This design comes from an exercise in tuning for small area and a short achievable clock period on the open sky130 flow, not from production work.
At most, simulation tests tie the RTL to the original design; equivalence was not proved.
The RTL of run 3 was laid out without a check of its function.
Power figures rest on the tool's default switching activity, not on a simulated workload.

**flow/design.v**
```verilog
`timescale 1ns/1ps
`default_nettype none
package rvExecPkg;
    localparam int Xlen     = 32;                  
    localparam int RegAddrW = 5;                   
    localparam logic [3:0] AluAdd   = 4'b0000;
    localparam logic [3:0] AluSub   = 4'b0001;
    localparam logic [3:0] AluPassB = 4'b0010;     
    localparam logic [3:0] AluAnd   = 4'b0011;
    localparam logic [3:0] AluXor   = 4'b0100;
    localparam logic [3:0] AluOr    = 4'b0101;
    localparam logic [3:0] AluSll   = 4'b0110;
    localparam logic [3:0] AluSrl   = 4'b0111;
    localparam logic [3:0] AluSra   = 4'b1000;
    localparam logic [3:0] AluSlt   = 4'b1001;
    localparam logic [3:0] AluSltu  = 4'b1010;
    localparam logic SrcARs1 = 1'b0;
    localparam logic SrcAPc  = 1'b1;
    localparam logic [1:0] SrcBRs2  = 2'd0;
    localparam logic [1:0] SrcBImm  = 2'd1;
    localparam logic [1:0] SrcBFour = 2'd2;        
    localparam logic [1:0] FwdNone = 2'd0;
    localparam logic [1:0] FwdWb   = 2'd1;
    localparam logic [1:0] FwdMem  = 2'd2;
endpackage
`default_nettype wire
`timescale 1ns/1ps
`default_nettype none
import rvExecPkg::*;
module alu (
    input  logic [8:0]                     opSel,    
    input  logic                           invB,     
    input  logic                           sra,
    input  logic [rvExecPkg::Xlen-1:0]     a,
    input  logic [rvExecPkg::Xlen-1:0]     b,
    output logic [rvExecPkg::Xlen-1:0]     result
);
    logic [Xlen+1:0] sumExt;
    logic [Xlen-1:0] sum;
    logic [Xlen-1:0] bx;
    logic [4:0]      shamt;
    logic [Xlen-1:0] shl;
    logic [Xlen:0]   shrIn;
    logic [Xlen:0]   shr;
    logic            lt;
    logic            ltu;
    assign bx     = b ^ {Xlen{invB}};
    assign sumExt = {1'b0, a, invB} + {1'b0, bx, invB};
    assign sum    = sumExt[Xlen:1];
    assign lt  = (a[Xlen-1] == b[Xlen-1]) ? sum[Xlen-1] : a[Xlen-1];
    assign ltu = (a[Xlen-1] == b[Xlen-1]) ? sum[Xlen-1] : b[Xlen-1];
    assign shamt = b[4:0];
    assign shl   = a << shamt;
    assign shrIn = {sra & a[Xlen-1], a};
    assign shr   = $unsigned($signed(shrIn) >>> shamt);
    always_comb begin
        result = ({Xlen{opSel[0]}} & sum)
               | ({Xlen{opSel[1]}} & b)
               | ({Xlen{opSel[2]}} & (a & b))
               | ({Xlen{opSel[3]}} & (a ^ b))
               | ({Xlen{opSel[4]}} & (a | b))
               | ({Xlen{opSel[5]}} & shl)
               | ({Xlen{opSel[6]}} & shr[Xlen-1:0]);
        result[0] = result[0] | (opSel[7] & lt) | (opSel[8] & ltu);
    end
endmodule
`default_nettype wire
`timescale 1ns/1ps
`default_nettype none
import rvExecPkg::*;
module regFile (
    input  logic                              clk,
    input  logic                              rst,
    input  logic [31:1]                       wrEn,        
    input  logic [rvExecPkg::Xlen-1:0]        wrData,
    output logic [31:1][rvExecPkg::Xlen-1:0]  regs
);
    logic [Xlen-1:0] wd;
    logic [31:1]     we;
    assign wd = rst ? {Xlen{1'b0}} : wrData;
    assign we = wrEn | {31{rst}};
    always_ff @(posedge clk) begin
        for (int i = 1; i < 32; i++) begin
            if (we[i]) regs[i] <= wd;
        end
    end
endmodule
module readPort (
    input  logic [rvExecPkg::RegAddrW-1:0]    addr,
    input  logic                              useAlt,      
    input  logic [rvExecPkg::Xlen-1:0]        altData,
    input  logic [31:1]                       memWe,       
    input  logic [rvExecPkg::Xlen-1:0]        memResult,
    input  logic [31:1][rvExecPkg::Xlen-1:0]  regs,
    output logic [rvExecPkg::Xlen-1:0]        data
);
    logic [3:0]  lo;
    logic [7:0]  hi;
    logic [31:1] sel;
    logic        selMem;
    always_comb begin
        for (int j = 0; j < 4; j++) lo[j] = (addr[1:0] == j[1:0]);
        for (int j = 0; j < 8; j++) hi[j] = (addr[4:2] == j[2:0]) && !useAlt;
        for (int i = 1; i < 32; i++) sel[i] = lo[i & 3] && hi[i >> 2] && !memWe[i];
        selMem = 1'b0;
        for (int i = 1; i < 32; i++) selMem = selMem | (lo[i & 3] && hi[i >> 2] && memWe[i]);
    end
    always_comb begin
        data = ({Xlen{useAlt}} & altData) | ({Xlen{selMem}} & memResult);
        for (int i = 1; i < 32; i++) data = data | ({Xlen{sel[i]}} & regs[i]);
    end
endmodule
`default_nettype wire
`timescale 1ns/1ps
`default_nettype none
import rvExecPkg::*;
module idExReg (
    input  logic                              clk,
    input  logic                              rst,
    input  logic                              valid,
    input  logic [3:0]                        aluCode,
    input  logic                              srcA,
    input  logic [1:0]                        srcB,
    input  logic [rvExecPkg::Xlen-1:0]        imm,
    input  logic [rvExecPkg::RegAddrW-1:0]    rs1Addr,
    input  logic [rvExecPkg::RegAddrW-1:0]    rs2Addr,
    input  logic [rvExecPkg::RegAddrW-1:0]    rdAddr,
    input  logic                              regWrite,
    input  logic [rvExecPkg::Xlen-1:0]        aData,
    input  logic [rvExecPkg::Xlen-1:0]        rs2Data,
    output logic                              validEx,
    output logic                              regWriteEx,
    output logic [rvExecPkg::RegAddrW-1:0]    rdAddrEx,
    output logic [rvExecPkg::Xlen-1:0]        aEx,
    output logic [rvExecPkg::Xlen-1:0]        rs2Ex,
    output logic [rvExecPkg::Xlen-1:0]        immEx,
    output logic                              aSelMem,
    output logic                              bSelImm,
    output logic                              bSelMem,
    output logic                              bSelReg,
    output logic                              sSelMem,
    output logic                              invB,
    output logic                              sraEx,
    output logic [8:0]                        opSel
);
    logic fwdA;
    logic fwdB;
    logic exWe;
    assign exWe = regWriteEx && (rdAddrEx != {RegAddrW{1'b0}});
    assign fwdA = exWe && (rdAddrEx == rs1Addr) && !srcA;
    assign fwdB = exWe && (rdAddrEx == rs2Addr);
    always_ff @(posedge clk) begin
        if (rst) begin
            validEx    <= 1'b0;
            regWriteEx <= 1'b0;
        end else begin
            validEx    <= valid;
            regWriteEx <= valid & regWrite;
        end
        rdAddrEx <= rdAddr;
        aEx      <= aData;
        rs2Ex    <= rs2Data;
        immEx    <= srcB[1] ? 32'd4 : imm;
        aSelMem  <= fwdA;
        bSelImm  <= (srcB != SrcBRs2);
        bSelMem  <= (srcB == SrcBRs2) && fwdB;
        bSelReg  <= (srcB == SrcBRs2) && !fwdB;
        sSelMem  <= fwdB;
        invB     <= (aluCode == AluSub) || (aluCode == AluSlt) || (aluCode == AluSltu);
        sraEx    <= (aluCode == AluSra);
        opSel[0] <= (aluCode == AluAdd) || (aluCode == AluSub);
        opSel[1] <= (aluCode == AluPassB);
        opSel[2] <= (aluCode == AluAnd);
        opSel[3] <= (aluCode == AluXor);
        opSel[4] <= (aluCode == AluOr);
        opSel[5] <= (aluCode == AluSll);
        opSel[6] <= (aluCode == AluSrl) || (aluCode == AluSra);
        opSel[7] <= (aluCode == AluSlt);
        opSel[8] <= (aluCode == AluSltu);
    end
endmodule
`default_nettype wire
`timescale 1ns/1ps
`default_nettype none
import rvExecPkg::*;
module exStage (
    input  logic [rvExecPkg::Xlen-1:0]        aEx,
    input  logic [rvExecPkg::Xlen-1:0]        rs2Ex,
    input  logic [rvExecPkg::Xlen-1:0]        immEx,
    input  logic                              aSelMem,
    input  logic                              bSelImm,
    input  logic                              bSelMem,
    input  logic                              bSelReg,
    input  logic                              sSelMem,
    input  logic                              invB,
    input  logic                              sraEx,
    input  logic [8:0]                        opSel,
    input  logic [rvExecPkg::Xlen-1:0]        memResult,
    output logic [rvExecPkg::Xlen-1:0]        aluResult,
    output logic [rvExecPkg::Xlen-1:0]        storeData
);
    logic [Xlen-1:0] opA;
    logic [Xlen-1:0] opB;
    assign opA = aSelMem ? memResult : aEx;
    assign opB = ({Xlen{bSelImm}} & immEx)
               | ({Xlen{bSelMem}} & memResult)
               | ({Xlen{bSelReg}} & rs2Ex);
    assign storeData = sSelMem ? memResult : rs2Ex;
    alu aluInst (
        .opSel  (opSel),
        .invB   (invB),
        .sra    (sraEx),
        .a      (opA),
        .b      (opB),
        .result (aluResult)
    );
endmodule
`default_nettype wire
`timescale 1ns/1ps
`default_nettype none
module retireStages (
    input  logic                              clk,
    input  logic                              rst,
    input  logic                              validEx,
    input  logic                              regWriteEx,
    input  logic [rvExecPkg::RegAddrW-1:0]    rdAddrEx,
    input  logic [rvExecPkg::Xlen-1:0]        aluResult,
    input  logic [rvExecPkg::Xlen-1:0]        storeData,
    output logic                              memValid,
    output logic                              memRegWrite,
    output logic [rvExecPkg::RegAddrW-1:0]    memRdAddr,
    output logic [rvExecPkg::Xlen-1:0]        memResult,
    output logic                              wbValid,
    output logic                              wbRegWrite,
    output logic [rvExecPkg::RegAddrW-1:0]    wbRdAddr,
    output logic [rvExecPkg::Xlen-1:0]        wbResult,
    output logic [rvExecPkg::Xlen-1:0]        memStoreData
);
    always_ff @(posedge clk) begin
        if (rst) begin
            memValid    <= 1'b0;
            memRegWrite <= 1'b0;
            wbValid     <= 1'b0;
            wbRegWrite  <= 1'b0;
        end else begin
            memValid    <= validEx;
            memRegWrite <= regWriteEx;
            wbValid     <= memValid;
            wbRegWrite  <= memRegWrite;
        end
        memRdAddr    <= rdAddrEx;
        memResult    <= aluResult;
        memStoreData <= storeData;
        wbRdAddr     <= memRdAddr;
        wbResult     <= memResult;
    end
endmodule
`default_nettype wire
`timescale 1ns/1ps
`default_nettype none
import rvExecPkg::*;
module rvExecTop (
    input  logic                              clk,
    input  logic                              rst,
    input  logic                              issueValid,
    input  logic [3:0]                        aluCode,
    input  logic                              srcA,
    input  logic [1:0]                        srcB,
    input  logic [rvExecPkg::Xlen-1:0]        imm,
    input  logic [rvExecPkg::Xlen-1:0]        pc,
    input  logic [rvExecPkg::RegAddrW-1:0]    rs1Addr,
    input  logic [rvExecPkg::RegAddrW-1:0]    rs2Addr,
    input  logic [rvExecPkg::RegAddrW-1:0]    rdAddr,
    input  logic                              regWrite,
    output logic                              memValid,
    output logic [rvExecPkg::RegAddrW-1:0]    memRdAddr,
    output logic                              memRegWrite,
    output logic [rvExecPkg::Xlen-1:0]        memResult,
    output logic [rvExecPkg::Xlen-1:0]        memStoreData,
    output logic                              wbValid,
    output logic [rvExecPkg::RegAddrW-1:0]    wbRdAddr,
    output logic                              wbRegWrite,
    output logic [rvExecPkg::Xlen-1:0]        wbData
);
    logic [31:1][Xlen-1:0] regs;
    logic [31:1]           memWe;
    logic [Xlen-1:0]       aData;
    logic [Xlen-1:0]       rs2Data;
    logic                  validEx;
    logic                  regWriteEx;
    logic [RegAddrW-1:0]   rdAddrEx;
    logic [Xlen-1:0]       aEx;
    logic [Xlen-1:0]       rs2Ex;
    logic [Xlen-1:0]       immEx;
    logic                  aSelMem;
    logic                  bSelImm;
    logic                  bSelMem;
    logic                  bSelReg;
    logic                  sSelMem;
    logic                  invB;
    logic                  sraEx;
    logic [8:0]            opSel;
    logic [Xlen-1:0]       aluResult;
    logic [Xlen-1:0]       storeData;
    always_comb begin
        for (int i = 1; i < 32; i++) memWe[i] = memRegWrite && (memRdAddr == i[RegAddrW-1:0]);
    end
    regFile regFileInst (
        .clk    (clk),
        .rst    (rst),
        .wrEn   (memWe),
        .wrData (memResult),
        .regs   (regs)
    );
    readPort readAInst (
        .addr      (rs1Addr),
        .useAlt    (srcA),
        .altData   (pc),
        .memWe     (memWe),
        .memResult (memResult),
        .regs      (regs),
        .data      (aData)
    );
    readPort readBInst (
        .addr      (rs2Addr),
        .useAlt    (1'b0),
        .altData   ({Xlen{1'b0}}),
        .memWe     (memWe),
        .memResult (memResult),
        .regs      (regs),
        .data      (rs2Data)
    );
    idExReg idExInst (
        .clk        (clk),
        .rst        (rst),
        .valid      (issueValid),
        .aluCode    (aluCode),
        .srcA       (srcA),
        .srcB       (srcB),
        .imm        (imm),
        .rs1Addr    (rs1Addr),
        .rs2Addr    (rs2Addr),
        .rdAddr     (rdAddr),
        .regWrite   (regWrite),
        .aData      (aData),
        .rs2Data    (rs2Data),
        .validEx    (validEx),
        .regWriteEx (regWriteEx),
        .rdAddrEx   (rdAddrEx),
        .aEx        (aEx),
        .rs2Ex      (rs2Ex),
        .immEx      (immEx),
        .aSelMem    (aSelMem),
        .bSelImm    (bSelImm),
        .bSelMem    (bSelMem),
        .bSelReg    (bSelReg),
        .sSelMem    (sSelMem),
        .invB       (invB),
        .sraEx      (sraEx),
        .opSel      (opSel)
    );
    exStage exInst (
        .aEx       (aEx),
        .rs2Ex     (rs2Ex),
        .immEx     (immEx),
        .aSelMem   (aSelMem),
        .bSelImm   (bSelImm),
        .bSelMem   (bSelMem),
        .bSelReg   (bSelReg),
        .sSelMem   (sSelMem),
        .invB      (invB),
        .sraEx     (sraEx),
        .opSel     (opSel),
        .memResult (memResult),
        .aluResult (aluResult),
        .storeData (storeData)
    );
    retireStages retireInst (
        .clk          (clk),
        .rst          (rst),
        .validEx      (validEx),
        .regWriteEx   (regWriteEx),
        .rdAddrEx     (rdAddrEx),
        .aluResult    (aluResult),
        .storeData    (storeData),
        .memValid     (memValid),
        .memRegWrite  (memRegWrite),
        .memRdAddr    (memRdAddr),
        .memResult    (memResult),
        .wbValid      (wbValid),
        .wbRegWrite   (wbRegWrite),
        .wbRdAddr     (wbRdAddr),
        .wbResult     (wbData),
        .memStoreData (memStoreData)
    );
endmodule
`default_nettype wire
```
**flow/run.sh**
```bash
#!/bin/bash
# synth_recipe.tcl (not shown) runs the flow's synth.tcl, then flattens the netlist and writes it again
# the make line also repeats each setting of config.mk as NAME=value (left out here)
make -C /OpenROAD-flow-scripts/flow DESIGN_CONFIG=/design/flow/config.mk WORK_HOME=/design/flow/orfs CLKGATE_MAP_FILE= SYNTH_SCRIPT=/design/flow/synth_recipe.tcl finish
```
**flow/config.mk**
```make
export PLATFORM = sky130hd
export DESIGN_NAME = rvExecTop
export DESIGN_NICKNAME = rvExecTop
export VERILOG_FILES = /design/flow/design.v
export SDC_FILE = /design/flow/constraint.sdc
export NUM_CORES = 4
export LEC_CHECK = 0
export CAP_MARGIN = 20
export CORE_MARGIN = 2
export CORE_UTILIZATION = 45
export SLEW_MARGIN = 20
```
**flow/constraint.sdc**
```tcl
create_clock -name core_clock -period 6.0 [get_ports {clk}]
set_input_delay 1.2000 -clock core_clock [delete_from_list [all_inputs] [get_ports {clk}]]
set_output_delay 1.2000 -clock core_clock [all_outputs]
set_load 0.01 [all_outputs]
```
==> results.cfg, run 1 <==
[finish]
drive_gt1_share_pct = 13.1
final_cell_mix = edfxtp_1 (992), a221oi_1 (370), a22o_1 (355)
nNetsFinal = 4704
synthToLayoutAreaGrowth_pct = 16.6
final_common_cell = edfxtp_1
fill_cells = 10500

[global_routing]
grt_max_degree = 59
grt_pass1_wl_um = 384000
grt_pass1_vias = 46200
gr-total-overflow = 0
antenna_found_initial = 18
grt.total_usage_pct = 44.0

[route]
wl_met3_um = 50700
firstDrtPassIters = 11
wirelength_um = 288000
highest_layer = met5
drt-vias-per-instance = 7.87
post-route-drc-count = 0
routed-via-count = 49400
detail_route.wl_per_cell_um = 46.0
ant_nets = 0
wl_met1_um = 96600
wl_met2_um = 115000
drtIter0Drc = 11700

[setup_path]
cp_top_family = compound AO/OA/AOI/OAI gates
worst-path-buf-inv = 2
startpoint = idExInst.aSelMem$_DFF_P_
cpMaxStageDelayCell = dfxtp_2
crit_fanout = 17
rrSetupSlack_ns = 1.41
max_stage_delay_ns = 0.67
worstRegToRegCells = 13
cp.arrival_ns = 5.25
rr_startpoint = idExInst.aSelMem$_DFF_P_
path_cells = buf_4 > mux2i_2 > inv_1 > ha_1 > nand4_1 > nor3_2 > o211ai_1 > a2bb2oi_2 > a21oi_2 > nand3_1 > a21oi_1 > xnor2_1 > o31ai_1
required_ns = 6.65
reg2reg_to = retireInst.memResult[0]$_DFF_P_
path_class = flip-flop to flip-flop
crit_path_start_kind = flip-flop
crit_path_end_kind = flip-flop

[sta]
setup_tns_ns = 0
drv_slew = 0
slew-limit-headroom_pct = 9.11
worst_slew_pin_slew_ns = 1.36
clock.fmax_mhz = 218
min_period_ns = 4.59
finClkSkew_ns = 0.0502
rsz0062_at_grt = false
finalSetupViolCount = 0
finalHoldViolations = 0
timing.final.crit_share_pct = 76.5

[clocking]
cts_sinks = 1221
hold_buffers = 0
numCtsBuffers = 133
ctsResizeCount = 0
post-cts-setup-buffers = 0
tritoncts = done
clkTransAtPathRegs_ns = 0.06
cts-root-buf = clkbuf_16
clkLatencyLatePin_ns = 0.80
h-tree-depth = 4
clock_path_buffers = 3

[die]
dieArea_um2 = 127000
core.rowCount = 129
boundaryPins = 200
initial_core_util_pct = 45.3
die_x_um = 357
die_y_um = 357
core_area_um2 = 124000

[synth]
async_flop_share_pct = 0
synthAdderAreaFrac_pct = 2.14
synth_simple_gate_area_share_pct = 7.37
synth-seq-cells = 1221
muxShareOfSynthArea_pct = 3.03
synth_compound_area_share_pct = 22.1
netlist-cell-type-count = 82
synthesis.nets = 4497
synth.yosys.seq_area_share_pct = 61.4
syn_inst = 4311
synth.avg_cell_area_um2 = 13.0
synth_edf_count = 992
syn-cell-area_um2 = 56000
ys_warn_count = 6
synth_top_family_by_area = compound AO/OA/AOI/OAI gates
synth_flop_cell = edfxtp_1
synthXorXnorAreaFrac_pct = 1.05

[worst_hold_path]
min_to = retireInst.wbResult[6]$_DFF_P_
worstHoldStart = retireInst.memResult[6]$_DFF_P_
min_path_cells = 0
min_path_type = flip-flop to flip-flop

[flow_run]
cap_violations = 0

[power]
total_power_mw = 23.7
peakVddDrop_v = 0.000263
p_leak_nw = 23.4
p_per_area_nw_per_um2 = 364

[placed_design]
gp_congestion = 1.00
port_buffers = 199
hpwl_um = 160000

[status]
run_status = timing/DRC/antenna clean
-- sequential cells by signal, indices dropped and copies added, names as in the netlist, 5 cells and up --
register / cells
retireInst.memStoreData: 32
idExInst.opSel: 9
idExInst.aEx: 32
retireInst.wbRdAddr: 5
idExInst.immEx: 32
regFileInst.regs: 992
idExInst.rs2Ex: 32
retireInst.memResult: 32
retireInst.wbResult: 32
retireInst.memRdAddr: 5
idExInst.rdAddrEx: 5
-- power by group --
group	total (mW)	internal, mW	switching (mW)
clock network	8.50	4.87	3.63
registers	11.3	10.4	0.964
logic	3.91	1.30	2.61
-- cell families (layout without fill, tap and decap cells) --
group                    after synthesis  in the layout
AO/OA/AOI/OAI                       1556           1556
flip-flops                          1221           1221
AND/OR/NAND/NOR                      811            811
buffers and inverters                403            720
multiplexers                         157            157
adder cells (fa/ha/maj)               96             96
XOR/XNOR                              67             67
other                                  0              8
-- metrics by stage --
step | instance area (um^2) | utilization [%] | worst slack (ns) | cells | hold slack [ns]
after floorplan | 56000 | - | 2.31 | 4311 | 0.382
after global placement | 60800 | 49.1 | 1.33 | 6019 | 0.400
after detailed placement | 60800 | 49.2 | 1.40 | 6019 | 0.408
after CTS | 65300 | 52.8 | 1.45 | 6264 | 0.414
after global routing | 65300 | 52.8 | 1.14 | 6265 | 0.423
final | 65300 | 52.8 | 1.41 | 6273 | 0.412
-- final cells by class --
cell class | instances | area [um^2] | area share [%]
Timing Repair Buffer | 404 | 3760 | 5.75
Inverter | 71 | 267 | 0.408
Multi-Input combinational cell | 2687 | 20400 | 31.2
Tap cell | 1637 | 2050 | 3.14
Antenna cell | 8 | 20.0 | 0.0306
Clock buffer | 185 | 3750 | 5.74
Clock inverter | 60 | 752 | 1.15
Sequential cell | 1221 | 34400 | 52.6
-- cells in the mapped netlist, types with 21 or more instances --
cell type | n | area, um^2
edfxtp_1 | 992 | 29800
a221oi_1 | 370 | 3240
a22o_1 | 355 | 3110
a22oi_1 | 301 | 2260
clkbuf_1 | 232 | 871
dfxtp_1 | 229 | 4580
nand2_1 | 214 | 803
nand4_1 | 167 | 1040
nor2_1 | 123 | 462
a21oi_1 | 112 | 561
mux2i_1 | 101 | 1010
nor3_1 | 98 | 490
ha_1 | 96 | 1200
o21ai_0 | 96 | 480
nor2b_1 | 76 | 475
inv_1 | 67 | 251
buf_2 | 59 | 295
o211ai_1 | 49 | 368
mux2_2 | 48 | 541
or2_2 | 39 | 244
a211o_1 | 37 | 324
a222oi_1 | 36 | 360
xor2_1 | 36 | 315
a2111o_1 | 33 | 372
nand3_1 | 33 | 165
xnor2_1 | 31 | 272
buf_1 | 29 | 109
a211oi_1 | 28 | 210
o21ai_1 | 21 | 105
-- metal layers --
metal | up-vias | global-route usage (%)
li1 | 18300 | -
met1 | 23800 | 54.0
met2 | 5669 | 61.7
met3 | 1625 | 20.2
met4 | 25 | 29.4
met5 | - | 1.93
-- worst max path at each step --
stage,end,slack (ns),cells past startpoint
6_report,retireInst.memResult[0]$_DFF_P_,1.41,13
5_1_grt,retireInst.memResult[0]$_DFF_P_,1.14,13
4_1_cts,retireInst.memResult[0]$_DFF_P_,1.45,13
3_5_place_dp,idExInst.aEx[9]$_DFF_P_,1.40,10
3_3_place_gp,idExInst.aEx[0]$_DFF_P_,1.33,9
2_1_floorplan,retireInst.memResult[16]$_DFF_P_,2.31,16
==> inputs of run 2 (changes only) <==
==> flow/flow/run.sh (new file) <==
#!/bin/bash
set -e
export BUFFER_PORTS_ARGS="-buffer_cell sky130_fd_sc_hd__buf_2"
bash standard.sh > standard.log 2>&1
==> flow/standard.sh (new file) <==
#!/bin/bash
# synth_recipe.tcl (not shown) runs the flow's synth.tcl, then flattens the netlist and writes it again
# the make line also repeats each setting of config.mk as NAME=value (left out here)
make -C /OpenROAD-flow-scripts/flow DESIGN_CONFIG=/design/flow/config.mk WORK_HOME=/design/flow/orfs CLKGATE_MAP_FILE= SYNTH_SCRIPT=/design/flow/synth_recipe.tcl "${@:-finish}"
--- a/flow/config.mk
+++ b/flow/config.mk
@@ -10,2 +10,3 @@
 export CORE_UTILIZATION = 45
+export SETUP_SLACK_MARGIN = 2.5
 export SLEW_MARGIN = 20
removed: flow/run.sh
==> run 2 against run 1 <==
- largest power group unchanged
- core utilization barely moved
- routed wire length fell by 0.91%
- hold slack improved by 0.0071 ns
- count of clock-buffer cells in the layout fell by 19
==> results.cfg, run 2 <==
[status]
run_status = timing/DRC/antenna clean

[synth]
synth.yosys.seq_area_share_pct = 61.4
synth_common_cells = edfxtp_1 (992), a221oi_1 (370), a22o_1 (355)
yosys-top-cells-area = edfxtp_1 (53%), dfxtp_1 (8.2%), a221oi_1 (5.8%)
synth_edf_count = 992
synthesis.nets = 4497
ys_warn_count = 6
yosysMostFrequentCell = edfxtp_1
synth-seq-cells = 1221
yosys.area.top_type_share_pct = 53.2
syn_inst = 4311
async_flop_share_pct = 0
netlist-cell-type-count = 82
synth_flop_cell = edfxtp_1
post-synth-top-area-cell = edfxtp_1
synth.avg_cell_area_um2 = 13.0
syn-cell-area_um2 = 56000

[route]
firstDrtPassIters = 11
ant_nets = 0
routed-via-count = 49300
wirelength_um = 286000
drt-vias-per-instance = 7.80
drtIter0Drc = 12300
detail_route.wl_per_cell_um = 45.2
post-route-drc-count = 0

[finish]
final_util_pct = 52.9
final_common_cell = edfxtp_1
final_cell_mix = edfxtp_1 (992), a221oi_1 (370), a22o_1 (355)
final_area_um2 = 65300
largest-register = regFileInst.regs
synthToLayoutAreaGrowth_pct = 16.6
fill_cells = 10500
nNetsFinal = 4759
drive_gt1_share_pct = 20.5
largest_register_ffs = 992
fin_cells = 6322

[sta]
timing.final.crit_share_pct = 60.5
finalHoldViolations = 0
rsz0062_at_grt = true
finClkSkew_ns = 0.0292
holdWs_ns = 0.419
worst_slew_pin_slew_ns = 1.39
setup_tns_ns = 0
slew-limit-headroom_pct = 7.07
clock.fmax_mhz = 275
setup_slack_ns = 2.37
finalSetupViolCount = 0
drv_slew = 0
min_period_ns = 3.63

[placed_design]
dp.cells = 6022
port_buffers = 199
placedInstanceArea_um2 = 59700
hpwl_um = 161000
pre_cts_slack_ns = 1.50
gp_congestion = 1.01

[clocking]
clock_path_buffers = 3
clkLatencyLatePin_ns = 0.78
tritoncts = done
h-tree-depth = 4
cts_sinks = 1221
hold_buffers = 0
clkTransAtPathRegs_ns = 0.06
numCtsBuffers = 130
cts-root-buf = clkbuf_16

[setup_path]
max_stage_delay_ns = 0.58
worst-path-buf-inv = 3
crit_path_start_kind = primary input
cp_top_family = buffers and inverters
required_ns = 6.66
cpMaxStageDelayCell = buf_6
cp.arrival_ns = 4.30
crit_path_end_kind = flip-flop
path_cells = buf_2 > buf_6 > nor2b_1 > nand3_1 > nor3_2 > buf_4 > a22o_1 > a221oi_1 > nand4_1 > a211o_1
crit_fanout = 35
path_class = primary input to flip-flop

[global_routing]
antenna_found_initial = 10
grt_max_degree = 98
gr-total-overflow = 0
grt_pass1_wl_um = 380000
grt.total_usage_pct = 43.7
grt_pass1_vias = 46300

[power]
p_leak_nw = 23.9
peakVddDrop_v = 0.000273
total_power_mw = 23.7
p_per_area_nw_per_um2 = 363

[die]
boundaryPins = 200
core_area_um2 = 124000
die_y_um = 357
dieArea_um2 = 127000
initial_core_util_pct = 45.3
die_x_um = 357
core.rowCount = 129

[flow_run]
cap_violations = 0

[worst_hold_path]
min_path_type = flip-flop to flip-flop
[run 2: cell counts after synthesis]
No cell type changed its count.
[run 2: layer usage]
layer	vias to the layer above	global-route usage [%]	routed length (um)	share of wire, %
met5	-	2.30	310	0.11
met3	1590	21.9	52100	18
li1	18400	-	-	-
met2	5594	61.1	115000	40
met4	11	28.5	24500	8.6
met1	23700	52.8	93900	33
[run 2: layout make-up]
cell class | instances | area (um^2) | area share, %
Antenna cell | 4 | 10.0 | 0.0153
Clock buffer | 166 | 3600 | 5.51
Clock inverter | 74 | 866 | 1.33
Inverter | 71 | 278 | 0.425
Multi-Input combinational cell | 2687 | 20800 | 31.9
Sequential cell | 1221 | 34400 | 52.7
Tap cell | 1637 | 2050 | 3.13
Timing Repair Buffer | 462 | 3280 | 5.01
[run 2: worst paths after layout]
kind / from / slack (ns) / end / cells past startpoint
max: srcA / 2.37 / idExInst.aEx[29]$_DFF_P_ / 10
min reg2reg: idExInst.rdAddrEx[4]$_DFF_P_ / 0.42 / retireInst.memRdAddr[4]$_DFF_P_ / 0
min: idExInst.rdAddrEx[4]$_DFF_P_ / 0.42 / retireInst.memRdAddr[4]$_DFF_P_ / 0
max reg2reg: retireInst.memRegWrite$_SDFF_PP0_ / 2.49 / idExInst.rs2Ex[27]$_DFF_P_ / 9
[run 2: worst register-to-register path, cell delays in order (launching register included)]
cell and delay [ns]:
dfxtp_1 0.60, nand4_1 0.25, buf_4 0.23, nor2_1 0.49, nor3_2 0.06, buf_4 0.39, buf_4 0.42, a22oi_1 0.22
nand4_1 0.12, a2111o_1 0.56
[run 2: what timing repair did]
action                     CTS  global route
pin swaps                   20            33
gates cloned                 0             2
setup endpoints to repair   45            77
buffers inserted            34            20
gates resized for setup     76            80
[run 2: where the power goes]
group,leakage [nW],total (mW),switching (mW),internal [mW]
clock,2.19,8.50,3.53,4.97
sequential,12.1,11.3,0.936,10.4
combinational,9.60,3.93,2.68,1.25
[run 2: cell families after synthesis]
| family | Yosys count | synth area share [%] |
|---|---|---|
| AO/OA/AOI/OAI | 1556 | 22.1 |
| buffers and inverters | 403 | 2.98 |
| adder cells (fa/ha/maj) | 96 | 2.14 |
| flip-flops | 1221 | 61.4 |
| multiplexers | 157 | 3.03 |
| XOR/XNOR | 67 | 1.05 |
| AND/OR/NAND/NOR | 811 | 7.37 |
==> inputs of run 3 (changes only) <==
--- a/flow/design.v
+++ b/flow/design.v
@@ -37,29 +37,59 @@
 );
-    logic [Xlen+1:0] sumExt;
-    logic [Xlen-1:0] sum;
     logic [Xlen-1:0] bx;
+    logic [Xlen-1:0] p;
+    logic [Xlen-1:0] g;
+    logic [Xlen-1:0] gl [0:5];
+    logic [Xlen-1:0] pl [0:5];
+    logic [Xlen-1:0] cin;         
     logic [4:0]      shamt;
-    logic [Xlen-1:0] shl;
-    logic [Xlen:0]   shrIn;
+    logic [Xlen-1:0] shIn;
     logic [Xlen:0]   shr;
-    logic            lt;
-    logic            ltu;
-    assign bx     = b ^ {Xlen{invB}};
-    assign sumExt = {1'b0, a, invB} + {1'b0, bx, invB};
-    assign sum    = sumExt[Xlen:1];
-    assign lt  = (a[Xlen-1] == b[Xlen-1]) ? sum[Xlen-1] : a[Xlen-1];
-    assign ltu = (a[Xlen-1] == b[Xlen-1]) ? sum[Xlen-1] : b[Xlen-1];
+    logic [Xlen-1:0] shOut;
+    logic [Xlen-1:0] other;       
+    logic [Xlen-1:0] res0;        
+    logic [Xlen-1:0] res1;        
+    assign bx = b ^ {Xlen{invB}};
+    assign p  = a ^ bx;
+    assign g  = a & bx;
+    always_comb begin
+        gl[0] = g;
+        pl[0] = p;
+        gl[0][0] = g[0] | (p[0] & invB);
+        for (int l = 0; l < 5; l++) begin
+            for (int i = 0; i < Xlen; i++) begin
+                if (i >= (1 << l)) begin
+                    gl[l+1][i] = gl[l][i] | (pl[l][i] & gl[l][i - (1 << l)]);
+                    pl[l+1][i] = pl[l][i] & pl[l][i - (1 << l)];
+                end else begin
+                    gl[l+1][i] = gl[l][i];
+                    pl[l+1][i] = pl[l][i];
+                end
+            end
+        end
+        cin = {gl[5][Xlen-2:0], invB};
+    end
+    always_comb begin
+        for (int i = 0; i < Xlen; i++) shIn[i] = opSel[5] ? a[Xlen-1-i] : a[i];
+    end
     assign shamt = b[4:0];
-    assign shl   = a << shamt;
-    assign shrIn = {sra & a[Xlen-1], a};
-    assign shr   = $unsigned($signed(shrIn) >>> shamt);
+    assign shr   = $unsigned($signed({sra & a[Xlen-1], shIn}) >>> shamt);
+    always_comb begin
+        for (int i = 0; i < Xlen; i++) shOut[i] = opSel[5] ? shr[Xlen-1-i] : shr[i];
+    end
     always_comb begin
-        result = ({Xlen{opSel[0]}} & sum)
-               | ({Xlen{opSel[1]}} & b)
-               | ({Xlen{opSel[2]}} & (a & b))
-               | ({Xlen{opSel[3]}} & (a ^ b))
-               | ({Xlen{opSel[4]}} & (a | b))
-               | ({Xlen{opSel[5]}} & shl)
-               | ({Xlen{opSel[6]}} & shr[Xlen-1:0]);
-        result[0] = result[0] | (opSel[7] & lt) | (opSel[8] & ltu);
+        other = ({Xlen{opSel[1]}} & b)
+              | ({Xlen{opSel[2]}} & (a & b))
+              | ({Xlen{opSel[3]}} & (a ^ b))
+              | ({Xlen{opSel[4]}} & (a | b))
+              | ({Xlen{opSel[5] | opSel[6]}} & shOut);
+        res0 = other | ({Xlen{opSel[0]}} & p);
+        res1 = other | ({Xlen{opSel[0]}} & ~p);
+        res0[0] = other[0] | (opSel[0] & (p[0] ^ invB))
+                | (opSel[7] & (p[Xlen-1] ? 1'b1 : a[Xlen-1]))
+                | (opSel[8] & (p[Xlen-1] ? 1'b1 : b[Xlen-1]));
+        res1[0] = other[0] | (opSel[0] & (p[0] ^ invB))
+                | (opSel[7] & (p[Xlen-1] ? 1'b0 : a[Xlen-1]))
+                | (opSel[8] & (p[Xlen-1] ? 1'b0 : b[Xlen-1]));
+        for (int i = 1; i < Xlen; i++) result[i] = cin[i] ? res1[i] : res0[i];
+        result[0] = cin[Xlen-1] ? res1[0] : res0[0];
     end
==> run 3 against run 2 <==
- still clean
- combinational power down 1%
- sequential power about the same
- synthesized cell count down 4.7%
- non-clock buffer count is 2 lower
- final area decreased by 0.96%
- count of clock-buffer cells in the layout shrank 16
- sequential cell count unchanged
- worst setup slack improved by 0.0075 ns
- synthesized area decreased by 1.1%
- total power shrank 2.4%
- global-route usage grew 0.22 points
- hold slack got worse by 0.0013 ns
==> results.cfg, run 3 <==
[synth]
synth-seq-cells = 1221
muxShareOfSynthArea_pct = 4.07
synth_flop_cell = edfxtp_1
synth_compound_area_share_pct = 21.2
post-synth-top-area-cell = edfxtp_1
netlist-cell-type-count = 74
synthAdderAreaFrac_pct = 2.17
yosys.area.top_type_share_pct = 53.8
synth_edf_count = 992
synth_simple_gate_area_share_pct = 6.87
synthXorXnorAreaFrac_pct = 1.03
ys_warn_count = 8
async_flop_share_pct = 0
synth.yosys.seq_area_share_pct = 62.1
synthesis.nets = 4296
synth_top_family_by_area = compound AO/OA/AOI/OAI gates
syn-cell-area_um2 = 55400
syn_inst = 4110
synth.avg_cell_area_um2 = 13.5
synth_common_cells = edfxtp_1 (992), a221oi_1 (377), a22o_1 (356)
yosys-top-cells-area = edfxtp_1 (54%), dfxtp_1 (8.3%), a221oi_1 (6.0%)
yosysMostFrequentCell = edfxtp_1

[placed_design]
gp_congestion = 1.00
port_buffers = 199
placedInstanceArea_um2 = 59300
hpwl_um = 162000
pre_cts_slack_ns = 1.29

[route]
detail_route.wl_per_cell_um = 46.5
drt-vias-per-instance = 7.95
wl_met2_um = 115000
wirelength_um = 285000
firstDrtPassIters = 10
wl_met1_um = 92300
post-route-drc-count = 0
ant_nets = 0
highest_layer = met5
routed-via-count = 48700
drtIter0Drc = 11900
wl_met3_um = 50300

[clocking]
cts_sinks = 1221
cts-root-buf = clkbuf_16
tritoncts = done
numCtsBuffers = 121
clkTransAtPathRegs_ns = 0.06
clock_path_buffers = 3
hold_buffers = 0
h-tree-depth = 3
clkLatencyLatePin_ns = 0.80

[setup_path]
crit_path_start_kind = flip-flop
crit_fanout = 6
cpMaxStageDelayCell = a2111o_2
crit_path_end_kind = flip-flop
path_common_cell = buf_4
path_class = flip-flop to flip-flop
path_cells = buf_12 > a222oi_1 > buf_4 > xnor2_2 > ha_1 > and4_4 > nand2_4 > a2111o_2 > nand3_4 > a41oi_4 > o41a_1 > buf_4 > xor2_1 > o221ai_1
max_stage_delay_ns = 0.52
required_ns = 6.65
cp.arrival_ns = 4.28

[flow_run]
cap_violations = 0

[finish]
final_cell_mix = edfxtp_1 (992), a221oi_1 (374), a22o_1 (356)
final_common_cell = edfxtp_1
final_util_pct = 53.1
synthToLayoutAreaGrowth_pct = 16.9
final_area_um2 = 64700
largest-register = regFileInst.regs
drive_gt1_share_pct = 21.3
largest_register_ffs = 992
nNetsFinal = 4572

[power]
p_leak_nw = 23.6
p_per_area_nw_per_um2 = 358
total_power_mw = 23.2
peakVddDrop_v = 0.000250

[sta]
slew-limit-headroom_pct = 10.3
worst_slew_pin_slew_ns = 1.35
rsz0062_at_grt = true
finalHoldViolations = 0
setup_slack_ns = 2.38
finalSetupViolCount = 0
finClkSkew_ns = 0.0397
min_period_ns = 3.62
timing.final.crit_share_pct = 60.4
drv_slew = 0
setup_tns_ns = 0
clock.fmax_mhz = 276

[global_routing]
grt.total_usage_pct = 43.9
grt_pass1_wl_um = 380000
antenna_found_initial = 21
grt_max_degree = 51
gr-total-overflow = 0
grt_pass1_vias = 45400

[die]
die_x_um = 355
die_y_um = 355
dieArea_um2 = 126000
core_area_um2 = 122000
core.rowCount = 128
initial_core_util_pct = 45.4
boundaryPins = 200

[worst_hold_path]
min_path_type = flip-flop to flip-flop

[status]
run_status = timing/DRC/antenna clean
## run 3: changes by cell type in the layout (fill, tap and decap cells not counted), sizes merged, moves of 10 or more
cell    change
a211oi     -11
a21oi      -50
clkbuf     -16
clkinv     +10
mux2i      -13
mux4       +31
nand2      -56
nand3      -10
nor2       -28
o211ai     -32
o21ai      -40
o221ai     +14
## run 3: path summary, 6_finish.rpt
check / startpoint / to / slack, ns / cells past startpoint
setup / recovery: idExInst.bSelMem$_DFF_P_ / retireInst.memResult[26]$_DFF_P_ / 2.38 / 14
hold / removal: idExInst.rdAddrEx[0]$_DFF_P_ / retireInst.memRdAddr[0]$_DFF_P_ / 0.42 / 0
setup reg to reg: idExInst.bSelMem$_DFF_P_ / retireInst.memResult[26]$_DFF_P_ / 2.38 / 14
hold reg to reg: idExInst.rdAddrEx[0]$_DFF_P_ / retireInst.memRdAddr[0]$_DFF_P_ / 0.42 / 0
## run 3: worst max-delay path, delay by kind of cell (launching register included)
family	cells	cell delay, ns
compound gates	5	1.58
xor+xnor	2	0.20
fa+ha+maj	1	0.34
buf+inv	3	0.49
flops	1	0.37
simple gates	3	0.50
## run 3: timing repair
action | in CTS | in global routing
setup buffers | 24 | 19
resized for setup | 87 | 74
gates cloned | 4 | 2
setup endpoints to repair | 95 | 71
pin swaps | 18 | 20
## run 3: power breakdown
group	switching, mW	internal, mW
Clock	3.58	4.43
Combinational	2.63	1.26
Sequential	0.898	10.4
## run 3: final cells by class
| cell class | instances | area (um^2) |
|---|---|---|
| diodes | 11 | 27.5 |
| clock buffers | 150 | 3280 |
| inverters | 79 | 300 |
| repair buffers | 460 | 3460 |
| clock inverters | 80 | 856 |
| fillers | 10200 | 57200 |
| multi-input cells | 2503 | 20400 |
| flip-flops and latches | 1221 | 34400 |
| well taps | 1625 | 2030 |
## run 3: stage by stage
stage / hold WS, ns / cells
floorplan: 0.380 / 4110
global placement: 0.411 / 5838
detailed placement: 0.409 / 5839
CTS: 0.413 / 6097
global route: 0.439 / 6118
finish: 0.418 / 6129
## run 3: cells by family after synthesis
family / count (synthesis)
AO/OA/AOI/OAI: 1438
XOR/XNOR: 65
adder cells (fa/ha/maj): 96
buffers and inverters: 386
flip-flops: 1221
multiplexers: 180
AND/OR/NAND/NOR: 724
## run 3: routing by layer
metal / vias up / global-route usage [%]
met5: - / 1.21
met4: 30 / 31.7
met3: 1729 / 21.0
met2: 5601 / 61.9
met1: 23600 / 52.2
li1: 17800 / -
==> inputs of run 4 (changes only) <==
--- a/flow/design.v
+++ b/flow/design.v
@@ -34,6 +34,7 @@
     input  logic [rvExecPkg::Xlen-1:0]     a,
-    input  logic [rvExecPkg::Xlen-1:0]     b,
+    input  logic [rvExecPkg::Xlen-1:0]     bx,       
+    input  logic [4:0]                     shamt,    
+    input  logic [rvExecPkg::Xlen-1:0]     shIn,     
     output logic [rvExecPkg::Xlen-1:0]     result
 );
-    logic [Xlen-1:0] bx;
     logic [Xlen-1:0] p;
@@ -43,4 +44,2 @@
     logic [Xlen-1:0] cin;         
-    logic [4:0]      shamt;
-    logic [Xlen-1:0] shIn;
     logic [Xlen:0]   shr;
@@ -50,3 +49,2 @@
     logic [Xlen-1:0] res1;        
-    assign bx = b ^ {Xlen{invB}};
     assign p  = a ^ bx;
@@ -70,7 +68,3 @@
     end
-    always_comb begin
-        for (int i = 0; i < Xlen; i++) shIn[i] = opSel[5] ? a[Xlen-1-i] : a[i];
-    end
-    assign shamt = b[4:0];
-    assign shr   = $unsigned($signed({sra & a[Xlen-1], shIn}) >>> shamt);
+    assign shr   = $unsigned($signed({sra & shIn[Xlen-1], shIn}) >>> shamt);
     always_comb begin
@@ -79,6 +73,6 @@
     always_comb begin
-        other = ({Xlen{opSel[1]}} & b)
-              | ({Xlen{opSel[2]}} & (a & b))
-              | ({Xlen{opSel[3]}} & (a ^ b))
-              | ({Xlen{opSel[4]}} & (a | b))
+        other = ({Xlen{opSel[1]}} & bx)
+              | ({Xlen{opSel[2]}} & (a & bx))
+              | ({Xlen{opSel[3]}} & (a ^ bx))
+              | ({Xlen{opSel[4]}} & (a | bx))
               | ({Xlen{opSel[5] | opSel[6]}} & shOut);
@@ -88,6 +82,6 @@
                 | (opSel[7] & (p[Xlen-1] ? 1'b1 : a[Xlen-1]))
-                | (opSel[8] & (p[Xlen-1] ? 1'b1 : b[Xlen-1]));
+                | (opSel[8] & (p[Xlen-1] ? 1'b1 : ~bx[Xlen-1]));
         res1[0] = other[0] | (opSel[0] & (p[0] ^ invB))
                 | (opSel[7] & (p[Xlen-1] ? 1'b0 : a[Xlen-1]))
-                | (opSel[8] & (p[Xlen-1] ? 1'b0 : b[Xlen-1]));
+                | (opSel[8] & (p[Xlen-1] ? 1'b0 : ~bx[Xlen-1]));
         for (int i = 1; i < Xlen; i++) result[i] = cin[i] ? res1[i] : res0[i];
@@ -166,8 +160,14 @@
     output logic [rvExecPkg::Xlen-1:0]        immEx,
-    output logic                              aSelMem,
-    output logic                              bSelImm,
-    output logic                              bSelMem,
-    output logic                              bSelReg,
+    output logic [1:0]                        aSelMem,      
+    output logic [1:0]                        shSelMem,
+    output logic [1:0]                        shSelMemRev,
+    output logic [1:0]                        shSelA,
+    output logic [1:0]                        shSelARev,
+    output logic [1:0]                        bSelImm,      
+    output logic [1:0]                        bSelMemP,     
+    output logic [1:0]                        bSelMemN,     
+    output logic [1:0]                        bSelReg,      
     output logic                              sSelMem,
-    output logic                              invB,
+    output logic [1:0]                        invB,      
+    output logic [4:0]                        shamtEx,
     output logic                              sraEx,
@@ -178,2 +178,13 @@
     logic exWe;
+    logic invOp;
+    assign invOp = (aluCode == AluSub) || (aluCode == AluSlt) || (aluCode == AluSltu);
+    logic fwdA2;
+    logic fwdB2;
+    logic invOp2;
+    logic exWe2;
+    assign invOp2 = !aluCode[2] && ((!aluCode[3] && !aluCode[1] && aluCode[0]) ||
+                                    (aluCode[3] && (aluCode[1] ^ aluCode[0])));
+    assign exWe2  = regWriteEx && (|rdAddrEx);
+    assign fwdA2  = exWe2 && !srcA && (&(rdAddrEx ~^ rs1Addr));
+    assign fwdB2  = exWe2 && (&(rdAddrEx ~^ rs2Addr));
     assign exWe = regWriteEx && (rdAddrEx != {RegAddrW{1'b0}});
@@ -191,10 +202,26 @@
         aEx      <= aData;
-        rs2Ex    <= rs2Data;
-        immEx    <= srcB[1] ? 32'd4 : imm;
-        aSelMem  <= fwdA;
-        bSelImm  <= (srcB != SrcBRs2);
-        bSelMem  <= (srcB == SrcBRs2) && fwdB;
-        bSelReg  <= (srcB == SrcBRs2) && !fwdB;
+        rs2Ex    <= rs2Data ^ {Xlen{invOp}};      
+        immEx    <= (srcB[1] ? 32'd4 : imm) ^ {Xlen{invOp}};
+        aSelMem[0] <= fwdA;
+        bSelImm[0] <= (srcB != SrcBRs2);
+        bSelMemP[0] <= (srcB == SrcBRs2) && fwdB && !invOp;
+        bSelMemN[0] <= (srcB == SrcBRs2) && fwdB && invOp;
+        bSelReg[0] <= (srcB == SrcBRs2) && !fwdB;
+        aSelMem[1] <= fwdA2;
+        shSelMem[0]    <= fwdA && (aluCode != AluSll);
+        shSelMemRev[0] <= fwdA && (aluCode == AluSll);
+        shSelA[0]      <= !fwdA && (aluCode != AluSll);
+        shSelARev[0]   <= !fwdA && (aluCode == AluSll);
+        shSelMem[1]    <= valid && fwdA2 && (aluCode != AluSll);
+        shSelMemRev[1] <= valid && fwdA2 && (aluCode == AluSll);
+        shSelA[1]      <= valid && !fwdA2 && (aluCode != AluSll);
+        shSelARev[1]   <= valid && !fwdA2 && (aluCode == AluSll);
+        bSelImm[1] <= valid && (srcB[0] | srcB[1]);
+        bSelMemP[1] <= valid && !srcB[0] && !srcB[1] && fwdB2 && !invOp2;
+        bSelMemN[1] <= valid && !srcB[0] && !srcB[1] && fwdB2 && invOp2;
+        bSelReg[1] <= valid && !(srcB[0] | srcB[1] | fwdB2);
         sSelMem  <= fwdB;
-        invB     <= (aluCode == AluSub) || (aluCode == AluSlt) || (aluCode == AluSltu);
+        invB[0]  <= invOp;
+        invB[1]  <= invOp2;
+        shamtEx  <= (srcB == SrcBRs2) ? rs2Data[4:0] : (srcB[1] ? 5'd4 : imm[4:0]);
         sraEx    <= (aluCode == AluSra);
@@ -219,8 +246,14 @@
     input  logic [rvExecPkg::Xlen-1:0]        immEx,
-    input  logic                              aSelMem,
-    input  logic                              bSelImm,
-    input  logic                              bSelMem,
-    input  logic                              bSelReg,
+    input  logic [1:0]                        aSelMem,
+    input  logic [1:0]                        shSelMem,     
+    input  logic [1:0]                        shSelMemRev,  
+    input  logic [1:0]                        shSelA,       
+    input  logic [1:0]                        shSelARev,    
+    input  logic [1:0]                        bSelImm,
+    input  logic [1:0]                        bSelMemP,
+    input  logic [1:0]                        bSelMemN,
+    input  logic [1:0]                        bSelReg,
     input  logic                              sSelMem,
-    input  logic                              invB,
+    input  logic [1:0]                        invB,
+    input  logic [4:0]                        shamtEx,
     input  logic                              sraEx,
@@ -233,13 +266,32 @@
     logic [Xlen-1:0] opB;
-    assign opA = aSelMem ? memResult : aEx;
-    assign opB = ({Xlen{bSelImm}} & immEx)
-               | ({Xlen{bSelMem}} & memResult)
-               | ({Xlen{bSelReg}} & rs2Ex);
-    assign storeData = sSelMem ? memResult : rs2Ex;
+    logic [4:0]      shamt;
+    logic [Xlen-1:0] shIn;
+    localparam int H = Xlen / 2;
+    always_comb begin
+        for (int i = 0; i < Xlen; i++) begin
+            opA[i] = aSelMem[i / H] ? memResult[i] : aEx[i];
+            opB[i] = (bSelImm[i / H] & immEx[i])
+                   | (bSelMemP[i / H] & memResult[i])
+                   | (bSelMemN[i / H] & ~memResult[i])
+                   | (bSelReg[i / H] & rs2Ex[i]);
+        end
+    end
+    always_comb begin
+        for (int i = 0; i < Xlen; i++) begin
+            shIn[i] = (shSelMem[i / H]    & memResult[i])
+                    | (shSelMemRev[i / H] & memResult[Xlen-1-i])
+                    | (shSelA[i / H]      & aEx[i])
+                    | (shSelARev[i / H]   & aEx[Xlen-1-i]);
+        end
+    end
+    assign shamt = bSelMemP[0] ? memResult[4:0] : shamtEx;    
+    assign storeData = sSelMem ? memResult : (rs2Ex ^ {Xlen{invB[0]}});
     alu aluInst (
         .opSel  (opSel),
-        .invB   (invB),
+        .invB   (invB[0]),
         .sra    (sraEx),
         .a      (opA),
-        .b      (opB),
+        .bx     (opB),
+        .shamt  (shamt),
+        .shIn   (shIn),
         .result (aluResult)
@@ -324,8 +376,14 @@
     logic [Xlen-1:0]       immEx;
-    logic                  aSelMem;
-    logic                  bSelImm;
-    logic                  bSelMem;
-    logic                  bSelReg;
+    logic [1:0]            aSelMem;
+    logic [1:0]            shSelMem;
+    logic [1:0]            shSelMemRev;
+    logic [1:0]            shSelA;
+    logic [1:0]            shSelARev;
+    logic [1:0]            bSelImm;
+    logic [1:0]            bSelMemP;
+    logic [1:0]            bSelMemN;
+    logic [1:0]            bSelReg;
     logic                  sSelMem;
-    logic                  invB;
+    logic [1:0]            invB;
+    logic [4:0]            shamtEx;
     logic                  sraEx;
@@ -383,4 +441,9 @@
         .aSelMem    (aSelMem),
+        .shSelMem   (shSelMem),
+        .shSelMemRev(shSelMemRev),
+        .shSelA     (shSelA),
+        .shSelARev  (shSelARev),
         .bSelImm    (bSelImm),
-        .bSelMem    (bSelMem),
+        .bSelMemP   (bSelMemP),
+        .bSelMemN   (bSelMemN),
         .bSelReg    (bSelReg),
@@ -388,2 +451,3 @@
         .invB       (invB),
+        .shamtEx    (shamtEx),
         .sraEx      (sraEx),
@@ -396,4 +460,9 @@
         .aSelMem   (aSelMem),
+        .shSelMem  (shSelMem),
+        .shSelMemRev(shSelMemRev),
+        .shSelA    (shSelA),
+        .shSelARev (shSelARev),
         .bSelImm   (bSelImm),
-        .bSelMem   (bSelMem),
+        .bSelMemP  (bSelMemP),
+        .bSelMemN  (bSelMemN),
         .bSelReg   (bSelReg),
@@ -401,2 +470,3 @@
         .invB      (invB),
+        .shamtEx   (shamtEx),
         .sraEx     (sraEx),
--- a/flow/config.mk
+++ b/flow/config.mk
@@ -10,3 +10,3 @@
 export CORE_UTILIZATION = 45
-export SETUP_SLACK_MARGIN = 2.5
+export SETUP_SLACK_MARGIN = 2.8
 export SLEW_MARGIN = 20
==> run 4 against run 3 <==
- still clean on timing, DRC and antenna
- first-iteration DRC count is 2.4% higher
- critical path depth fell by 5
- count of clock-buffer cells in the layout grew 11
- sequential share of layout area decreased by 1.8 points
- die area up 3.4%
- highest routed layer unchanged
==> results.cfg, run 4 <==
[die]
core_area_um2 = 126000
dieArea_um2 = 130000
initial_core_util_pct = 45.5
die_y_um = 361
boundaryPins = 200
core.rowCount = 130
die_x_um = 361

[sta]
finClkSkew_ns = 0.0549
slew-limit-headroom_pct = 11.4
rsz0062_at_grt = true
finalHoldViolations = 0
setup_slack_ns = 2.68
clock.fmax_mhz = 301
timing.final.crit_share_pct = 55.4
worst_slew_pin_slew_ns = 1.33
min_period_ns = 3.32
finalSetupViolCount = 0
drv_slew = 0
setup_tns_ns = 0

[setup_path]
crit_path_start_kind = flip-flop
required_ns = 6.59
crit_fanout = 32
path_class = flip-flop to flip-flop
path_cells = nand4b_1 > nor2_4 > nor3_4 > buf_4 > a22o_1 > a221oi_1 > nand3_1 > nor4_1 > o21ai_1
cpMaxStageDelayCell = dfxtp_4
max_stage_delay_ns = 0.48
cp.arrival_ns = 3.92
crit_path_end_kind = flip-flop

[clocking]
cts_sinks = 1240
clkTransAtPathRegs_ns = 0.06
cts-root-buf = clkbuf_16
h-tree-depth = 4
clkLatencyLatePin_ns = 0.82
tritoncts = done
clock_path_buffers = 3
numCtsBuffers = 133

[status]
run_status = timing/DRC/antenna clean

[synth]
synthesis.nets = 4836
post-synth-top-area-cell = edfxtp_1
ys_warn_count = 9
yosys-top-cells-area = edfxtp_1 (52%), a22oi_1 (11%), dfxtp_1 (8.7%)
synth_common_cells = edfxtp_1 (992), a22oi_1 (853), nand2_1 (311)
synth.avg_cell_area_um2 = 12.3
netlist-cell-type-count = 89
syn-cell-area_um2 = 57300
yosys.area.top_type_share_pct = 52.0
yosysMostFrequentCell = edfxtp_1
syn_inst = 4675
synth_flop_cell = edfxtp_1
synth.yosys.seq_area_share_pct = 60.7
synth_edf_count = 992
async_flop_share_pct = 0
synth-seq-cells = 1240

[route]
wirelength_um = 284000
drtIter0Drc = 12200
firstDrtPassIters = 13
drt-vias-per-instance = 7.56
routed-via-count = 50900
post-route-drc-count = 0
detail_route.wl_per_cell_um = 42.1
ant_nets = 0

[power]
peakVddDrop_v = 0.000250
p_per_area_nw_per_um2 = 356
p_leak_nw = 24.3

[global_routing]
grt.total_usage_pct = 42.2
grt_max_degree = 65
gr-total-overflow = 0
antenna_found_initial = 12
grt_pass1_wl_um = 381000
grt_pass1_vias = 47100

[finish]
nNetsFinal = 5125
final_common_cell = edfxtp_1
fill_cells = 10700
drive_gt1_share_pct = 21.2
final_cell_mix = edfxtp_1 (992), a22oi_1 (851), nand2_1 (306)
synthToLayoutAreaGrowth_pct = 18.5
largest_register_ffs = 992
largest-register = regFileInst.regs

[placed_design]
pre_cts_slack_ns = 1.13
port_buffers = 199
gp_congestion = 1.04
hpwl_um = 174000

[worst_hold_path]
min_path_type = flip-flop to flip-flop

[flow_run]
cap_violations = 0
## run 4: cell count changes after synthesis, moves of 82 or more
cell	delta
nand3_1	+112
a221oi_1	-310
o21ai_0	+82
a22oi_1	+551
buf_2	+109
a22o_1	-300
nand2_1	+153
## run 4: kinds of logic (layout without fill, tap and decap cells)
group	after synthesis	after routing	synth area share, %
AO/OA/AOI/OAI	1624	1624	21.1
XOR/XNOR	124	124	1.90
adder cells (fa/ha/maj)	71	71	1.56
buffers and inverters	500	899	3.60
flip-flops	1240	1240	60.7
multiplexers	103	104	2.01
other	0	10	0
AND/OR/NAND/NOR	1013	1013	9.13
## run 4: metal layers
metal  GRT usage (%)  up-vias  share of wire, %
li1                -    19400                 -
met3            17.2     1691                17
met4            30.4       18               9.9
met1            50.8    24200                32
met2            60.9     5635                41
met5            1.11        -              0.16
## run 4: path summary, 6_finish.rpt
path / startpoint / end / slack [ns] / cells after the start
setup reg to reg: retireInst.memRdAddr[3]$_DFF_P_ / idExInst.aEx[18]$_DFF_P_ / 2.68 / 9
hold / removal: retireInst.memResult[16]$_DFF_P_ / retireInst.wbResult[16]$_DFF_P_ / 0.38 / 0
setup / recovery: retireInst.memRdAddr[3]$_DFF_P_ / idExInst.aEx[18]$_DFF_P_ / 2.68 / 9
hold reg to reg: retireInst.memResult[16]$_DFF_P_ / retireInst.wbResult[16]$_DFF_P_ / 0.38 / 0
## run 4: worst max-delay path, delay by kind of cell, from the launching register on
| family | cells | cell delay [ns] |
|---|---|---|
| buffers and inverters | 1 | 0.38 |
| AO/OA/AOI/OAI | 3 | 0.89 |
| AND/OR/NAND/NOR | 5 | 1.26 |
| flip-flops | 1 | 0.48 |
## run 4: layout make-up
type	count	area (um^2)	area share, %
sequential	1240	34800	51.3
antenna	10	25.0	0.0369
multi-input combinational	2936	21700	31.9
tap	1650	2060	3.04
timing repair buffer	542	4190	6.17
clock inverter	85	1140	1.69
inverter	111	420	0.619
clock buffer	161	3520	5.19
## run 4: report_power, final
part           leakage [nW]  internal [mW]  switching [mW]
Combinational          9.80           1.25            2.60
Clock                  2.23           5.01            3.74
Sequential             12.3           10.6            1.03
Total                  24.3           16.8            7.36
## run 4: repair_timing
item,4_1_cts,5_1_grt
gates cloned,1,0
setup endpoints to repair,289,101
buffers inserted,51,56
gates resized for setup,125,116
hold buffers,0,0
pin swaps,22,38
## run 4: stage by stage
step                      utilization [%]  instance area, um^2  power (mW)  cells  hold WS [ns]
after global placement               48.7                61300        15.1   6365         0.358
after detailed placement             48.8                61400        15.1   6370         0.363
after global routing                 53.9                67900        24.7   6725         0.395
final                                53.9                67900        24.2   6735         0.384
after CTS                            53.2                66900        23.8   6668         0.373
after floorplan                         -                57300        13.1   4675         0.382
==> inputs of run 5 (changes only) <==
--- a/flow/config.mk
+++ b/flow/config.mk
@@ -10,2 +10,4 @@
 export CORE_UTILIZATION = 45
+export CTS_CLUSTER_DIAMETER = 100
+export CTS_CLUSTER_SIZE = 20
 export SETUP_SLACK_MARGIN = 2.8
==> run 5 against run 4 <==
- synthesized cell count unchanged
- still clean on timing, DRC and antenna
- highest routed layer unchanged
- die area unchanged
- first-iteration DRC count increased by 3.8%
==> results.cfg, run 5 <==
[synth]
synth.avg_cell_area_um2 = 12.3
syn_inst = 4675
synthAdderAreaFrac_pct = 1.56
ys_warn_count = 9
synthXorXnorAreaFrac_pct = 1.90
synthesis.nets = 4836
post-synth-top-area-cell = edfxtp_1
syn-cell-area_um2 = 57300
synth_simple_gate_area_share_pct = 9.13
yosys.area.top_type_share_pct = 52.0
yosys-top-cells-area = edfxtp_1 (52%), a22oi_1 (11%), dfxtp_1 (8.7%)
async_flop_share_pct = 0
yosysMostFrequentCell = edfxtp_1
synth_flop_cell = edfxtp_1
synth_top_family_by_area = compound AO/OA/AOI/OAI gates
muxShareOfSynthArea_pct = 2.01
synth_common_cells = edfxtp_1 (992), a22oi_1 (853), nand2_1 (311)
synth-seq-cells = 1240
netlist-cell-type-count = 89
synth.yosys.seq_area_share_pct = 60.7
synth_compound_area_share_pct = 21.1
synth_edf_count = 992

[placed_design]
gp_congestion = 1.04
hpwl_um = 174000
port_buffers = 199
placedInstanceArea_um2 = 61400

[clocking]
numCtsBuffers = 74
clkTransAtPathRegs_ns = 0.09
tritoncts = done
cts-root-buf = clkbuf_16
clock_path_buffers = 3
clkLatencyLatePin_ns = 0.73
hold_buffers = 0
cts_sinks = 1240
h-tree-depth = 3

[route]
routed-via-count = 50400
ant_nets = 0
wirelength_um = 282000
detail_route.wl_per_cell_um = 42.5
drt-vias-per-instance = 7.61
drtIter0Drc = 12700
firstDrtPassIters = 15
post-route-drc-count = 0

[die]
initial_core_util_pct = 45.5
core.rowCount = 130
dieArea_um2 = 130000
die_x_um = 361
core_area_um2 = 126000
die_y_um = 361
boundaryPins = 200

[setup_path]
crit_fanout = 21
cp_top_family = simple AND/OR/NAND/NOR gates
cpMaxStageDelayCell = nand4_1
crit_path_end_kind = flip-flop
path_cells = buf_6 > nand3b_1 > buf_4 > a211oi_4 > buf_4 > buf_6 > a22oi_1 > nand2_1 > nor3_1 > nand4_1 > a21oi_2 > xnor2_1
required_ns = 6.57
worst-path-buf-inv = 4
cp.arrival_ns = 3.89
max_stage_delay_ns = 0.56
crit_path_start_kind = primary input
path_class = primary input to flip-flop

[finish]
final_cell_mix = edfxtp_1 (992), a22oi_1 (850), nand2_1 (303)
largest-register = regFileInst.regs
final_common_cell = edfxtp_1
nNetsFinal = 5070
final_util_pct = 52.1
synthToLayoutAreaGrowth_pct = 14.6
largest_register_ffs = 992
final_area_um2 = 65600
drive_gt1_share_pct = 19.5

[power]
peakVddDrop_v = 0.000254
p_per_area_nw_per_um2 = 318
total_power_mw = 20.9
p_leak_nw = 23.2

[sta]
clock.fmax_mhz = 302
finalHoldViolations = 0
finClkSkew_ns = 0.0512
finalSetupViolCount = 0
min_period_ns = 3.31
setup_tns_ns = 0
rsz0062_at_grt = true
holdWs_ns = 0.388
timing.final.crit_share_pct = 55.2
drv_slew = 0
slew-limit-headroom_pct = 14.3
worst_slew_pin_slew_ns = 1.29

[global_routing]
grt_max_degree = 65
antenna_found_initial = 8
grt_pass1_vias = 46600
grt_pass1_wl_um = 380000
gr-total-overflow = 0
grt.total_usage_pct = 41.9

[worst_hold_path]
min_path_type = flip-flop to flip-flop

[flow_run]
cap_violations = 0

[status]
run_status = timing/DRC/antenna clean
==> run 5: area by class of cell <==
cell class | count | area (um^2)
fill | 11000 | 60300
sequential | 1240 | 34800
multi-input combinational | 2936 | 21700
timing repair buffer | 546 | 4270
clock buffer | 123 | 2100
tap | 1650 | 2060
inverter | 111 | 420
clock inverter | 13 | 168
antenna | 9 | 22.5
==> run 5: cells by family after synthesis <==
group	after synthesis
simple gates	1013
compound gates	1624
flops	1240
mux	103
xor+xnor	124
fa+ha+maj	71
buf+inv	500
==> run 5: metrics by stage <==
step                std cells  worst slack [ns]
global placement         6365              1.19
CTS                      6563              2.70
finish                   6628              2.69
floorplan                4675              2.77
detailed placement       6370              1.13
global route             6620              2.74
==> run 5: path summary, 6_finish.rpt <==
check,cells after the start,slack [ns],from,to
setup / recovery,12,2.69,rs2Addr[4],idExInst.rs2Ex[8]$_DFF_P_
hold / removal,0,0.39,retireInst.memResult[16]$_DFF_P_,retireInst.wbResult[16]$_DFF_P_
setup reg to reg,8,2.72,retireInst.memRdAddr[2]$_DFF_P_,idExInst.aEx[4]$_DFF_P_
hold reg to reg,0,0.39,retireInst.memResult[16]$_DFF_P_,retireInst.wbResult[16]$_DFF_P_
==> run 5: power by group <==
| part | internal, mW | switching [mW] |
|---|---|---|
| sequential | 10.5 | 1.03 |
| clock | 2.49 | 2.98 |
| combinational | 1.25 | 2.59 |
| total | 14.3 | 6.59 |
==> run 5: routing by layer <==
metal	vias up	track usage, %	share of wire, %
li1	19200	-	-
met1	24100	50.3	33
met2	5486	60.9	41
met3	1618	17.2	16
met4	10	29.6	9.6
met5	-	0	0.049
==> run 5: repair_timing <==
action / 4_1_cts / 5_1_grt
buffers inserted: 56 / 56
pin swaps: 25 / 41
cloned: 1 / 0
gates resized for setup: 127 / 141
setup endpoints to repair: 289 / 85

[re-timing with driven ports]
The flow's constraints put no driver on any port. The routed layouts listed below were extracted and timed again, unchanged, in two steps.
Step 1, drivers: a clkbuf_16 drives clk and a buf_2 each remaining input, both assumed.
Step 2 also shifts input and output timing later by t, the mid clock arrival at the registers, as if the neighbouring blocks saw the same clock.
Three values: ideal ports, drivers, drivers and shift; two values: the first two.
run	t (ns)	setup slack, ns	latest minus earliest clock arrival (ns)	worst slew at a driven data input, ns
run 1	0.851	1.409 / 1.409 / 1.137	0.050 / 0.050	0.09
run 2	0.853	2.369 / 2.428 / 1.576	0.033 / 0.033	0.07
run 3	0.857	2.376 / 2.376 / 1.663	0.045 / 0.045	0.07
run 4	0.877	2.677 / 2.677 / 1.834	0.055 / 0.055	0.14
run 5	0.786	2.686 / 2.717 / 1.947	0.059 / 0.059	0.13
After both steps setup and hold are still met in every run listed. For run 4, which loses most, drivers alone change the setup slack by 0.000 ns; drivers and shift together by -0.843 ns.
